From an optimization exercise on the open Yosys and OpenROAD flow, aimed at small area and a short achievable clock period; shortcuts taken in it are not production practice.
At most, simulation tests tie the RTL to the original design; equivalence was not proved.
Power and IR drop assume default switching activity.

==> run F: inputs <==
## loadStoreUnit
module loadStoreUnit #(
    parameter int unsigned TimerStep = 1
) (
    input  logic clk,
    input  logic arstN,
    input  logic reqValid,
    input  logic reqWrite,
    input  rvMemPkg::widthCode reqWidth,
    input  logic [rvMemPkg::xlen-1:0] reqAddr,
    input  logic [rvMemPkg::xlen-1:0] reqWdata,
    input  logic [rvMemPkg::xlen-1:0] rdataMem,
    input  logic memStall,
    output logic busy,
    output logic done,
    output logic [rvMemPkg::xlen-1:0] rdData,
    output logic [rvMemPkg::xlen-1:0] address,
    output logic weMem,
    output logic reMem,
    output logic [rvMemPkg::xlen-1:0] wdataMem,
    output logic [rvMemPkg::maskWidth-1:0] wmaskMem,
    output logic timerIrq
);
Settings: LEC_CHECK=0, CAP_MARGIN=20, CORE_MARGIN=2, CORE_UTILIZATION=55, CTS_BUF_LIST=sky130_fd_sc_hd__clkbuf_8, CTS_CLUSTER_DIAMETER=70, CTS_CLUSTER_SIZE=12, SETUP_SLACK_MARGIN=1.8, SLEW_MARGIN=20, SYNTH_HIERARCHICAL=1; clock period 4.1 ns.
standard.sh (not shown) runs the stock make flow with config.mk's settings and CLKGATE_MAP_FILE= SYNTH_SCRIPT=/design/flow/synth_recipe.tcl, a recipe that flattens the netlist after the stock synthesis.
==> flow/flow/run.sh <==
#!/bin/bash
# The standard layout, with plain buffers on the ports instead of the
# delay cells buffer_ports picks by default. Every port still gets a buffer.
set -euo pipefail
export BUFFER_PORTS_ARGS="-buffer_cell sky130_fd_sc_hd__buf_1"
bash standard.sh > standard.log 2>&1
==> run B: changes against run F <==
--- a/flow/design.v
+++ b/flow/design.v
@@ -402,20 +402,35 @@
     logic dataGt;
     logic dataLt;
     logic mtimeWasAllOnes;
     logic notIncEqCmp;
     logic notEqCmp;
     logic irqRest;
     logic irqStep;
     logic irqNext;
+    logic [3:0] notCarryIn;                  
+    logic [4:1] onesBelowNext;
+    for (genvar a = 1; a <= 4; a++) begin : gOnesBelow
+        assign onesBelowNext[a] = writeMtime ? (&heldWdata[16*a-1:0]) :
+                                  ((&mtime[16*a-1:1]) && !mtime[0]);
+    end
+    always_ff @(posedge clk or negedge arstN) begin
+        if (!arstN) begin
+            notCarryIn <= '1;
+            mtimeAllOnes <= 1'b0;
+        end else begin
+            notCarryIn <= {~onesBelowNext[3:1], 1'b1};
+            mtimeAllOnes <= onesBelowNext[4];
+        end
+    end
     timerIncrement uIncrement (
         .value(mtime),
-        .inc(mtimeInc),
-        .allOnes(mtimeAllOnes)
+        .notCarryIn(notCarryIn[3:1]),
+        .inc(mtimeInc)
     );
     assign mtimeNext = writeMtime ? heldWdata :
                        ((TimerStep == 1) ? mtimeInc : mtime + xlen'(TimerStep));
     for (genvar j = 0; j < 4; j++) begin : gCmpNext
         assign mtimecmpNext[16*j +: 16] = notLoadMtimecmp[j] ? mtimecmp[16*j +: 16] : reqWdata[16*j +: 16];
     end
     assign other = reqAddrBit3 ? mtimecmp : mtime;
     compareFront uFront (
@@ -466,23 +481,21 @@
             mtime <= mtimeNext;
             mtimecmp <= mtimecmpNext;
             timerIrq <= irqNext;
         end
     end
 endmodule
 module timerIncrement (
     input  logic [63:0] value,
-    output logic [63:0] inc,
-    output logic allOnes
+    input  logic [3:1] notCarryIn,           
+    output logic [63:0] inc
 );
     logic [3:0][3:0][3:0] notRun;
     logic [3:0][3:0] notBlocks;
-    logic [3:0] groupOnes;
-    logic [3:0] notGroups;
     logic [63:0] carry;
     for (genvar a = 0; a < 4; a++) begin : gGroup
         for (genvar b = 0; b < 4; b++) begin : gBlock
             gateNand #(.N(1)) uRun0 (.a(value[16*a+4*b]), .y(notRun[a][b][0]));
             for (genvar c = 1; c < 4; c++) begin : gRun
                 gateNand #(.N(c + 1)) uRun (
                     .a(value[16*a+4*b +: c + 1]),
                     .y(notRun[a][b][c])
@@ -494,47 +507,41 @@
         gateOr #(.N(2)) uBlocks2 (
             .a({notRun[a][1][3], notRun[a][0][3]}),
             .y(notBlocks[a][2])
         );
         gateOr #(.N(3)) uBlocks3 (
             .a({notRun[a][2][3], notRun[a][1][3], notRun[a][0][3]}),
             .y(notBlocks[a][3])
         );
-        gateNor #(.N(4)) uGroupOnes (
-            .a({notRun[a][3][3], notRun[a][2][3], notRun[a][1][3], notRun[a][0][3]}),
-            .y(groupOnes[a])
-        );
     end
-    assign notGroups[0] = 1'b0;
-    gateNand #(.N(1)) uGroups1 (.a(groupOnes[0]), .y(notGroups[1]));
-    gateNand #(.N(2)) uGroups2 (.a(groupOnes[1:0]), .y(notGroups[2]));
-    gateNand #(.N(3)) uGroups3 (.a(groupOnes[2:0]), .y(notGroups[3]));
-    gateAnd #(.N(4)) uAllOnes (.a(groupOnes), .y(allOnes));
     assign carry[0] = 1'b1;
     for (genvar i = 0; i < 63; i++) begin : gCarry
+        localparam int j = i + 1;            
         localparam int a = i / 16;
         localparam int b = (i / 4) % 4;
         localparam int c = i % 4;
-        if (a == 0 && b == 0) begin : gRunOnly
-            gateNor #(.N(1)) uCarry (.a(notRun[a][b][c]), .y(carry[i+1]));
+        if (j % 16 == 0) begin : gGroupStart
+            gateNor #(.N(1)) uCarry (.a(notCarryIn[j/16]), .y(carry[j]));
+        end else if (a == 0 && b == 0) begin : gRunOnly
+            gateNor #(.N(1)) uCarry (.a(notRun[a][b][c]), .y(carry[j]));
         end else if (a == 0) begin : gBlocksRun
             gateNor #(.N(2)) uCarry (
                 .a({notBlocks[a][b], notRun[a][b][c]}),
-                .y(carry[i+1])
+                .y(carry[j])
             );
         end else if (b == 0) begin : gGroupsRun
             gateNor #(.N(2)) uCarry (
-                .a({notGroups[a], notRun[a][b][c]}),
-                .y(carry[i+1])
+                .a({notCarryIn[a], notRun[a][b][c]}),
+                .y(carry[j])
             );
         end else begin : gAll
             gateNor #(.N(3)) uCarry (
-                .a({notGroups[a], notBlocks[a][b], notRun[a][b][c]}),
-                .y(carry[i+1])
+                .a({notCarryIn[a], notBlocks[a][b], notRun[a][b][c]}),
+                .y(carry[j])
             );
         end
     end
     assign inc = value ^ carry;
 endmodule
 module compareFront (
     input  logic [63:0] a,
     input  logic [63:0] b,
@@ -625,44 +632,48 @@
 endmodule
 module incEqual (
     input  logic [63:0] value,
     input  logic [63:0] target,
     output logic notIncEq,
     output logic notEq
 );
     logic [63:0] diff;
+    logic [63:0] below;
     xorVector #(.N(64)) uDiff (
         .a(value),
         .b(target),
         .y(diff)
     );
+    andNotVector #(.N(64)) uBelow (
+        .a(value),
+        .b(target),
+        .y(below)
+    );
     incEqualTree uTree (
-        .value(value),
+        .below(below),
         .diff(diff),
         .notIncEq(notIncEq),
         .notEq(notEq)
     );
 endmodule
 module incEqualTree (
-    input  logic [63:0] value,
+    input  logic [63:0] below,
     input  logic [63:0] diff,
     output logic notIncEq,
     output logic notEq
 );
-    logic [63:0] below;
     logic [63:0] ok;
     logic [15:0] okA;
     logic [7:0] okB;
     logic [3:0] okC;
     logic [1:0] okD;
     logic [31:0] sameA;
     logic [7:0] sameB;
     logic [3:0] sameC;
-    assign below = value & diff;
     for (genvar i = 0; i < 63; i++) begin : gStep
         assign ok[i] = (diff[i+1] == below[i]);
     end
     assign ok[63] = diff[0];
     for (genvar i = 0; i < 16; i++) begin : gOkA
         gateNand #(.N(4)) uGate (.a(ok[4*i +: 4]), .y(okA[i]));
     end
     for (genvar i = 0; i < 8; i++) begin : gOkB
@@ -681,16 +692,25 @@
     for (genvar i = 0; i < 8; i++) begin : gSameB
         gateNand #(.N(4)) uGate (.a(sameA[4*i +: 4]), .y(sameB[i]));
     end
     for (genvar i = 0; i < 4; i++) begin : gSameC
         gateNor #(.N(2)) uGate (.a(sameB[2*i +: 2]), .y(sameC[i]));
     end
     gateNand #(.N(4)) uSame (.a(sameC), .y(notEq));
 endmodule
+module andNotVector #(
+    parameter int N = 64
+) (
+    input  logic [N-1:0] a,
+    input  logic [N-1:0] b,
+    output logic [N-1:0] y
+);
+    assign y = a & ~b;
+endmodule
 module xorVector #(
     parameter int N = 64
 ) (
     input  logic [N-1:0] a,
     input  logic [N-1:0] b,
     output logic [N-1:0] y
 );
     assign y = a ^ b;
Settings changed: CTS_CLUSTER_DIAMETER 70 to default, CTS_CLUSTER_SIZE 12 to default.
==> run G: changes against run F <==
--- a/flow/design.v
+++ b/flow/design.v
@@ -48,17 +48,17 @@
     output logic [7:0] loadExtSel,
     output logic captureLoad,
     output logic timerRead,
     output logic timerReadMtime,             
     output logic timerReadMtimecmp,          
     output logic writeMtime,
     output logic writeMtimecmp,
     output logic acceptMtimecmpWrite,
-    output logic [3:0] notLoadMtimecmp       
+    output logic [3:0] loadMtimecmp          
 );
     logic accept;
     logic hitMtime;
     logic hitMtimecmp;
     logic isTimer;
     logic [rvMemPkg::xlen-1:0] fmtData;
     logic [rvMemPkg::maskWidth-1:0] fmtMask;
     logic atLeastHalf;
@@ -76,22 +76,19 @@
         .addr(reqAddr),
         .hitMtime(hitMtime),
         .hitMtimecmp(hitMtimecmp),
         .notShared(notShared),
         .notMtimecmpLow(notMtimecmpLow)
     );
     assign notAcceptWrite = !(reqValid && !busy && reqWrite);
     for (genvar j = 0; j < 4; j++) begin : gLoadCmp
-        localparam int r = j % 3;
-        cmpLoadGate uLoad (
-            .notShared({notShared[(r+2)%3], notShared[(r+1)%3], notShared[r]}),
-            .notLow(j < 2 ? notMtimecmpLow : notAcceptWrite),
-            .notAccept(j < 2 ? notAcceptWrite : notMtimecmpLow),
-            .notLoad(notLoadMtimecmp[j])
+        gateNor #(.N(5)) uLoad (
+            .a({notShared, notMtimecmpLow, notAcceptWrite}),
+            .y(loadMtimecmp[j])
         );
     end
     assign isTimer = hitMtime || hitMtimecmp;
     assign acceptMtimecmpWrite = accept && reqWrite && hitMtimecmp;
     storeFormatter uStoreFormatter (
         .size(reqWidth[1:0]),
         .offset(reqAddr[2:0]),
         .wdata(reqWdata),
@@ -174,28 +171,16 @@
     for (genvar j = 0; j < 3; j++) begin : gSharedAnd
         gateNand #(.N(4)) uAnd (.a(sharedHit[4*j+4 +: 4]), .y(notShared[j]));
     end
     gateNand #(.N(4)) uMtimeAnd (.a(mtimeLowHit), .y(notMtimeLow));
     gateNand #(.N(4)) uMtimecmpAnd (.a(mtimecmpLowHit), .y(notMtimecmpLow));
     gateNor #(.N(4)) uMtimeHit (.a({notShared, notMtimeLow}), .y(hitMtime));
     gateNor #(.N(4)) uMtimecmpHit (.a({notShared, notMtimecmpLow}), .y(hitMtimecmp));
 endmodule
-module cmpLoadGate (
-    input  logic [2:0] notShared,
-    input  logic notLow,
-    input  logic notAccept,
-    output logic notLoad
-);
-    logic sharedHigh;
-    logic rest;
-    gateNor #(.N(2)) uA (.a(notShared[1:0]), .y(sharedHigh));
-    gateNor #(.N(3)) uB (.a({notShared[2], notLow, notAccept}), .y(rest));
-    gateNand #(.N(2)) uY (.a({sharedHigh, rest}), .y(notLoad));
-endmodule
 module nibbleMatch #(
     parameter logic [3:0] K = 4'h0
 ) (
     input  logic [3:0] a,
     output logic y
 );
     assign y = (a == K);
 endmodule
@@ -227,56 +212,41 @@
     input  logic [2:0] offset,
     output logic [7:0] mask,
     output logic [7:0][3:0] pick
 );
     logic isByte;
     logic isHalf;
     logic isWord;
     logic isDouble;
-    sizeDecode uSize (
-        .size(size),
-        .isByte(isByte),
-        .isHalf(isHalf),
-        .isWord(isWord),
-        .isDouble(isDouble)
-    );
+    assign isByte = (size == 2'd0);
+    assign isHalf = (size == 2'd1);
+    assign isWord = (size == 2'd2);
+    assign isDouble = (size == 2'd3);
     always_comb begin
         for (int k = 0; k < 8; k++) begin
             mask[k] = isDouble ||
                       ((k[2] == offset[2]) &&
-                       (isWord ||
+                       (size[1] ||
                         ((k[1] == offset[1]) &&
-                         (isHalf || (k[0] == offset[0])))));
+                         (size[0] || (k[0] == offset[0])))));
         end
     end
     always_comb begin
         for (int k = 0; k < 8; k++) begin
             pick[k][0] = mask[k] && (k[2:0] & (isByte ? 3'd0 : isHalf ? 3'd1 : isWord ? 3'd3 : 3'd7)) == 3'd0;
             pick[k][1] = mask[k] && (k[2:0] & (isHalf ? 3'd1 : isWord ? 3'd3 : 3'd7)) == 3'd1 && !isDouble && !isByte && k != 1;
             pick[k][2] = mask[k] && isWord && k >= 6;
         end
         pick[0] = 4'b0001;
         for (int k = 1; k < 8; k++) begin
             pick[k][3] = !(pick[k][0] || pick[k][1] || pick[k][2]);
         end
     end
 endmodule
-module sizeDecode (
-    input  logic [1:0] size,
-    output logic isByte,
-    output logic isHalf,
-    output logic isWord,
-    output logic isDouble
-);
-    assign isByte = (size == 2'd0);
-    assign isHalf = (size == 2'd1);
-    assign isWord = (size == 2'd2);
-    assign isDouble = (size == 2'd3);
-endmodule
 module storeLanes (
     input  logic [63:0] wdata,
     input  logic [7:0][3:0] pick,
     output logic [63:0] lanes
 );
     logic [7:0][7:0] b;
     logic [7:0][7:0] lane;
     assign b = wdata;
@@ -376,17 +346,17 @@
 module mmioTimer #(
     parameter int unsigned TimerStep = 1
 ) (
     input  logic clk,
     input  logic arstN,
     input  logic [rvMemPkg::xlen-1:0] reqWdata,
     input  logic busy,
     input  logic reqAddrBit3,                
-    input  logic [3:0] notLoadMtimecmp,      
+    input  logic [3:0] loadMtimecmp,         
     input  logic writeMtime,                 
     input  logic writeMtimecmp,              
     input  logic [rvMemPkg::xlen-1:0] heldWdata,
     output logic [rvMemPkg::xlen-1:0] mtime,
     output logic [rvMemPkg::xlen-1:0] mtimecmp,
     output logic timerIrq
 );
     localparam int xlen = rvMemPkg::xlen;
@@ -410,17 +380,17 @@
     timerIncrement uIncrement (
         .value(mtime),
         .inc(mtimeInc),
         .allOnes(mtimeAllOnes)
     );
     assign mtimeNext = writeMtime ? heldWdata :
                        ((TimerStep == 1) ? mtimeInc : mtime + xlen'(TimerStep));
     for (genvar j = 0; j < 4; j++) begin : gCmpNext
-        assign mtimecmpNext[16*j +: 16] = notLoadMtimecmp[j] ? mtimecmp[16*j +: 16] : reqWdata[16*j +: 16];
+        assign mtimecmpNext[16*j +: 16] = loadMtimecmp[j] ? reqWdata[16*j +: 16] : mtimecmp[16*j +: 16];
     end
     assign other = reqAddrBit3 ? mtimecmp : mtime;
     compareFront uFront (
         .a(reqWdata),
         .b(other),
         .notGt(halfNotGt),
         .notLt(halfNotLt)
     );
@@ -768,17 +738,17 @@
     logic [7:0] loadExtSel;
     logic captureLoad;
     logic timerRead;
     logic timerReadMtime;
     logic timerReadMtimecmp;
     logic writeMtime;
     logic writeMtimecmp;
     logic acceptMtimecmpWrite;
-    logic [3:0] notLoadMtimecmp;
+    logic [3:0] loadMtimecmp;
     logic [rvMemPkg::xlen-1:0] mtime;
     logic [rvMemPkg::xlen-1:0] mtimecmp;
     accessControl uAccessControl (
         .clk(clk),
         .arstN(arstN),
         .reqValid(reqValid),
         .reqWrite(reqWrite),
         .reqWidth(reqWidth),
@@ -797,17 +767,17 @@
         .loadExtSel(loadExtSel),
         .captureLoad(captureLoad),
         .timerRead(timerRead),
         .timerReadMtime(timerReadMtime),
         .timerReadMtimecmp(timerReadMtimecmp),
         .writeMtime(writeMtime),
         .writeMtimecmp(writeMtimecmp),
         .acceptMtimecmpWrite(acceptMtimecmpWrite),
-        .notLoadMtimecmp(notLoadMtimecmp)
+        .loadMtimecmp(loadMtimecmp)
     );
     loadAligner uLoadAligner (
         .clk(clk),
         .arstN(arstN),
         .base(loadBase),
         .size(heldSize),
         .extSel(loadExtSel),
         .captureLoad(captureLoad),
@@ -821,17 +791,17 @@
     mmioTimer #(
         .TimerStep(TimerStep)
     ) uMmioTimer (
         .clk(clk),
         .arstN(arstN),
         .reqWdata(reqWdata),
         .busy(busy),
         .reqAddrBit3(reqAddr[3]),
-        .notLoadMtimecmp(notLoadMtimecmp),
+        .loadMtimecmp(loadMtimecmp),
         .writeMtime(writeMtime),
         .writeMtimecmp(writeMtimecmp),
         .heldWdata(heldWdata),
         .mtime(mtime),
         .mtimecmp(mtimecmp),
         .timerIrq(timerIrq)
     );
     assign address = heldAddr;
Settings changed: CTS_CLUSTER_DIAMETER 70 to default, CTS_CLUSTER_SIZE 12 to default.
==> qor summary <==
| quantity | run G | run B | run F |
|---|---|---|---|
| Sequential share of power | 0.458 | 0.460 | 0.507 |
| Total number of multi-input combinational cells | 1,526 | 1,565 | 1,529 |
| Total setup buffers inserted after CTS | 17 | 7 | 11 |
| Starting Density | 0.5553 | 0.5597 | 0.5561 |
| DRC marker count from the first detailed-route iteration | 1,889 | 2,286 | 1,875 |
| Number of clock-tree buffers in the layout | 72 | 84 | 38 |
| Initial antenna violation count | 2 | 7 | 2 |
| Outcome | timing/DRC/antenna clean | timing/DRC/antenna clean | timing/DRC/antenna clean |
| Number of instances in the placed design | 2,902 | 2,952 | 2,911 |
| Top achievable clock speed | 430.5 MHz | 447.3 MHz | 448.7 MHz |
| Number of resized instances in the post-cts repair step | 36 | 15 | 28 |
| Portion of the clock cycle consumed by the worst path in the final layout | 0.5665 | 0.5452 | 0.5436 |
| Final period demand of the worst path | 2.323 ns | 2.235 ns | 2.229 ns |
| CTS sink cnt | 367 | 371 | 367 |
| Non-clk buf share | 0.08913 | 0.07330 | 0.08996 |
| Average footprint of a synthesized cell | 11.15 um^2 | 11.32 um^2 | 11.15 um^2 |
| Endpoint arrival time on the critical path | 2.88 ns | 2.60 ns | 2.75 ns |
No functional check of the RTL was part of run B and run G.

-- static timing again, ports no longer ideal --
How much do the figures lean on ideal ports? The routed layouts below were timed once more, with nothing changed but the port constraints.
Step 1, drivers: a clkbuf_16 drives clk and a buf_2 each remaining input, both assumed.
Step 2 also shifts input and output timing later by t, the mid clock arrival at the registers, as if the neighbouring blocks saw the same clock.
a / b / c = ideal / step 1 / step 2; a / b = the first two.
run	t (ns)	slack for setup (ns)	clock arrival spread, ns	pins driven straight from the clock port
run F	0.680	1.871 / 1.871 / 1.276	0.041 / 0.041	1
run B	0.685	1.865 / 1.868 / 1.202	0.026 / 0.026	1
run G	0.689	1.777 / 1.810 / 1.121	0.050 / 0.050	1
After both steps setup and hold are still met in every run listed. The setup slack of run B, which loses most, moves by +0.003 ns with the drivers and by -0.663 ns with both steps.
